Background: an optimization exercise with open tools, aiming at small area and a short achievable clock period. Do not read the settings as production practice.
The RTL was checked by simulation tests, not by an equivalence proof against the original design.

==> job 6020 <==
==> flow/design.v <==
package fir_pkg;
        typedef logic [64-1:0] bus_word_t;
        typedef logic signed [32-1:0] sample_t;
        typedef logic signed [16-1:0] coeff_t;
        typedef logic signed [64-1:0] acc_t;
        localparam logic [15*16-1:0] FIR_COEFFS = {
                16'(-16'sd12),
                16'(16'sd0),
                16'(16'sd31),
                16'(16'sd0),
                16'(-16'sd78),
                16'(16'sd0),
                16'(16'sd307),
                16'(16'sd512),
                16'(16'sd307),
                16'(16'sd0),
                16'(-16'sd78),
                16'(16'sd0),
                16'(16'sd31),
                16'(16'sd0),
                16'(-16'sd12)
        };
        function automatic logic signed [16-1:0] fir_coeff(input int k);
                fir_coeff = $signed(FIR_COEFFS[k*16 +: 16]);
        endfunction
endpackage
`timescale 1ns/1ps
module fir_tap_chain (
        input  logic             s00_axis_aclk,
        input  logic             rst_n,
        input  logic             accept,
        input  fir_pkg::sample_t sample,
        input  logic             sample_last,
        output fir_pkg::acc_t    result,
        output logic             result_last
);
        localparam int NUM_REGS = 15 - 1;
        fir_pkg::acc_t sample_ext;
        fir_pkg::acc_t prod [15];
        fir_pkg::acc_t chain [NUM_REGS];
        assign sample_ext = 64'(sample);
        always_comb begin
                for (int k = 0; k < 15; k++) begin
                        prod[k] = sample_ext * 64'(fir_pkg::fir_coeff(k));
                end
        end
        always_ff @(posedge s00_axis_aclk or negedge rst_n) begin
                if (!rst_n) begin
                        for (int i = 0; i < NUM_REGS; i++) begin
                                chain[i] <= '0;
                        end
                end else if (accept) begin
                        for (int i = 0; i < NUM_REGS; i++) begin
                                if (i == NUM_REGS - 1) begin
                                        chain[i] <= prod[i + 1];
                                end else begin
                                        chain[i] <= prod[i + 1] + chain[i + 1];
                                end
                        end
                end
        end
        assign result = prod[0] + chain[0];
        assign result_last = sample_last;
endmodule
`timescale 1ns/1ps
module fir_out_stage (
        input  logic               s00_axis_aclk,
        input  logic               rst_n,
        input  logic               in_valid,
        input  fir_pkg::acc_t      result,
        input  logic               result_last,
        input  logic               m00_axis_tready,
        output logic               in_ready,
        output logic               accept,
        output logic               m00_axis_tvalid,
        output fir_pkg::bus_word_t m00_axis_tdata,
        output logic               m00_axis_tlast
);
        logic deliver;
        assign in_ready = !m00_axis_tvalid || m00_axis_tready;
        assign accept   = in_valid && in_ready;
        assign deliver  = m00_axis_tvalid && m00_axis_tready;
        always_ff @(posedge s00_axis_aclk or negedge rst_n) begin
                if (!rst_n) begin
                        m00_axis_tvalid <= 1'b0;
                end else if (accept) begin
                        m00_axis_tvalid <= 1'b1;
                end else if (deliver) begin
                        m00_axis_tvalid <= 1'b0;
                end
        end
        always_ff @(posedge s00_axis_aclk) begin
                if (accept) begin
                        m00_axis_tdata <= 64'(result);
                        m00_axis_tlast <= result_last;
                end
        end
endmodule
`timescale 1ns/1ps
module axis_fir_lowpass (
        input  logic               s00_axis_aclk,
        input  logic               rst_n,
        input  logic               s00_axis_tvalid,
        input  fir_pkg::bus_word_t s00_axis_tdata,
        input  logic               s00_axis_tlast,
        output logic               s00_axis_tready,
        input  logic               m00_axis_tready,
        output logic               m00_axis_tvalid,
        output fir_pkg::bus_word_t m00_axis_tdata,
        output logic               m00_axis_tlast
);
        fir_pkg::sample_t sample;
        fir_pkg::acc_t    result;
        logic    result_last;
        logic    accept;
        assign sample = s00_axis_tdata[63 -: 32];
        fir_tap_chain i_fir_tap_chain (
                .s00_axis_aclk (s00_axis_aclk),
                .rst_n         (rst_n),
                .accept        (accept),
                .sample        (sample),
                .sample_last   (s00_axis_tlast),
                .result        (result),
                .result_last   (result_last)
        );
        fir_out_stage i_fir_out_stage (
                .s00_axis_aclk   (s00_axis_aclk),
                .rst_n           (rst_n),
                .in_valid        (s00_axis_tvalid),
                .result          (result),
                .result_last     (result_last),
                .m00_axis_tready (m00_axis_tready),
                .in_ready        (s00_axis_tready),
                .accept          (accept),
                .m00_axis_tvalid (m00_axis_tvalid),
                .m00_axis_tdata  (m00_axis_tdata),
                .m00_axis_tlast  (m00_axis_tlast)
        );
endmodule
==> flow/run.sh <==
#!/bin/bash
# synth_recipe.tcl (not shown) runs the flow's synth.tcl, then flattens the netlist and writes it again
# the make line also repeats each setting of config.mk as NAME=value (left out here)
make -C /OpenROAD-flow-scripts/flow DESIGN_CONFIG=/design/flow/config.mk WORK_HOME=/design/flow/orfs CLKGATE_MAP_FILE= SYNTH_SCRIPT=/design/flow/synth_recipe.tcl finish
==> flow/config.mk <==
export PLATFORM = sky130hd
export DESIGN_NAME = axis_fir_lowpass
export DESIGN_NICKNAME = axis_fir_lowpass
export VERILOG_FILES = /design/flow/design.v
export SDC_FILE = /design/flow/constraint.sdc
export NUM_CORES = 4
export LEC_CHECK = 0
export CAP_MARGIN = 20
export CORE_MARGIN = 2
export CORE_UTILIZATION = 40
export SLEW_MARGIN = 20
==> flow/constraint.sdc <==
create_clock -name core_clock -period 10.5 [get_ports {s00_axis_aclk}]
set_input_delay 2.1000 -clock core_clock [delete_from_list [all_inputs] [get_ports {s00_axis_aclk}]]
set_output_delay 2.1000 -clock core_clock [all_outputs]
set_load 0.01 [all_outputs]
==> job 5376: changes against job 6020 <==
--- a/flow/design.v
+++ b/flow/design.v
@@ -4,4 +4,5 @@
         typedef logic signed [16-1:0] coeff_t;
         typedef logic signed [64-1:0] acc_t;
+        typedef logic signed [43-1:0] res_t;
         localparam logic [15*16-1:0] FIR_COEFFS = {
                 16'(-16'sd12),
@@ -32,33 +33,23 @@
         input  fir_pkg::sample_t sample,
         input  logic             sample_last,
-        output fir_pkg::acc_t    result,
+        output fir_pkg::res_t    result,
         output logic             result_last
 );
-        localparam int NUM_REGS = 15 - 1;
-        fir_pkg::acc_t sample_ext;
-        fir_pkg::acc_t prod [15];
-        fir_pkg::acc_t chain [NUM_REGS];
-        assign sample_ext = 64'(sample);
-        always_comb begin
-                for (int k = 0; k < 15; k++) begin
-                        prod[k] = sample_ext * 64'(fir_pkg::fir_coeff(k));
+        fir_pkg::sample_t h [1:14];
+        always_ff @(posedge s00_axis_aclk or negedge rst_n) begin
+                if (!rst_n) begin
+                        for (int k = 1; k <= 14; k++) h[k] <= '0;
+                end else if (accept) begin
+                        h[1] <= sample;
+                        for (int k = 2; k <= 14; k++) h[k] <= h[k - 1];
                 end
         end
-        always_ff @(posedge s00_axis_aclk or negedge rst_n) begin
-                if (!rst_n) begin
-                        for (int i = 0; i < NUM_REGS; i++) begin
-                                chain[i] <= '0;
-                        end
-                end else if (accept) begin
-                        for (int i = 0; i < NUM_REGS; i++) begin
-                                if (i == NUM_REGS - 1) begin
-                                        chain[i] <= prod[i + 1];
-                                end else begin
-                                        chain[i] <= prod[i + 1] + chain[i + 1];
-                                end
-                        end
-                end
-        end
-        assign result = prod[0] + chain[0];
+        fir_pkg::res_t part;
+        assign part = 43'(31)   * (43'(h[2])  + 43'(h[12]))
+                    - 43'(78)   * (43'(h[4])  + 43'(h[10]))
+                    + 43'(307)  * (43'(h[6])  + 43'(h[8]))
+                    + 43'(512)  *  43'(h[7])
+                    - 43'(12)   *  43'(h[14]);
+        assign result = part - 43'(12) * 43'(sample);
         assign result_last = sample_last;
 endmodule
@@ -68,5 +59,5 @@
         input  logic               rst_n,
         input  logic               in_valid,
-        input  fir_pkg::acc_t      result,
+        input  fir_pkg::res_t      result,
         input  logic               result_last,
         input  logic               m00_axis_tready,
@@ -90,10 +81,12 @@
                 end
         end
+        fir_pkg::res_t word;
         always_ff @(posedge s00_axis_aclk) begin
                 if (accept) begin
-                        m00_axis_tdata <= 64'(result);
+                        word           <= result;
                         m00_axis_tlast <= result_last;
                 end
         end
+        assign m00_axis_tdata = 64'(word);
 endmodule
 `timescale 1ns/1ps
@@ -111,5 +104,5 @@
 );
         fir_pkg::sample_t sample;
-        fir_pkg::acc_t    result;
+        fir_pkg::res_t    result;
         logic    result_last;
         logic    accept;
==> results.txt <==
- Job 5376 completed and failed the layout checks on setup timing. Job 6020 passed the timing, DRC and antenna checks.
- Die area: job 6020 is higher than job 5376 (61%).
- In job 6020 the final area is higher than in job 5376, by about 50%.
- Of job 5376 and job 6020, job 6020 has the higher count of clock-buffer cells in the layout (gap 65).
- Of job 6020 and job 5376, job 5376 has the higher worst hold slack (gap 0.0075 ns).
- In job 6020 the clock skew is higher than in job 5376, by 0.0032 ns.
- In job 6020 the sequential share of layout area is higher than in job 5376, by 4.8 points.
- Between job 5376 and job 6020, the lower routed wire length is in job 5376 (gap 44%, measured against job 6020).
- In job 6020 the critical path depth is lower than in job 5376, by 18.
==> figures <==
Run status: job 6020 complete, no violations; job 5376 finished with violations
Violated checks: job 6020 -; job 5376 setup timing
Number of non-clock inverters in the layout: job 6020 542; job 5376 750
Post-Synthesis Cell Area: job 6020 73,320 sq um; job 5376 45,210 sq um
Setup crit start: job 6020 s00_axis_tdata[38]; job 5376 i_fir_tap_chain.h[10][0]$_DFFE_PN0P_
HPWL reported at the end of detailed placement: job 6020 169,300 um; job 5376 94,830 um
Crit path top cell by count: job 6020 ha_1; job 5376 fa_1
Worst setup slack before clock tree synthesis: job 6020 0.02980 ns; job 5376 -1.795 ns
H-tree levels: job 6020 3; job 5376 2
Effective utilization at floorplan: job 6020 40.13%; job 5376 40.25%
Setup violations, final: job 6020 0; job 5376 25
Cell area after placement: job 6020 80,400 sq um; job 5376 52,530 sq um
Reg-to-reg slack, setup: job 6020 6.21 ns; job 5376 -1.63 ns
Cell count after placement: job 6020 11,310; job 5376 6,946
Post-synthesis share of cell area spent on xor and xnor gates: job 6020 6.804%; job 5376 4.765%
Number of buffer and inverter stages on the critical path: job 6020 6; job 5376 7
Worst r2r src: job 6020 i_fir_tap_chain.chain[0][2]$_DFFE_PN0P_; job 5376 i_fir_tap_chain.h[10][0]$_DFFE_PN0P_
Min Clock Period, post-route: job 6020 9.863 ns; job 5376 12.13 ns
Storage element area: job 6020 22,900 sq um; job 5376 12,560 sq um
Total of clock buffers placed in the layout: job 6020 142; job 5376 77

-- separate check: timing with driven ports --
The flow's constraints put no driver on any port. The routed layouts listed below were extracted and timed again, unchanged, in two steps.
Step 1 assumes that a clkbuf_16 drives the clock port and a buf_2 every other input.
Step 2 adds t to the input delays and takes it off the output delays; t is the mean of the earliest and latest rising clock arrival at the registers after step 1. Input paths then give back, and output paths get back, about the clock's delay inside the block.
a / b / c = no drivers / after step 1 / after step 2; a / b = the first two.
| run | t, ns | setup slack, ns | slew at the worst register clock pin (ns) |
|---|---|---|---|
| job 6020 | 0.816 | 0.637 / 0.694 / -0.121 | 0.08 / 0.08 |
| job 5376 | 0.726 | -1.627 / -1.627 / -1.627 | 0.07 / 0.07 |
Met with ideal ports but missed after step 2: setup timing in job 6020. The setup slack of job 6020, which loses most, moves by +0.057 ns with the drivers and by -0.758 ns with both steps.
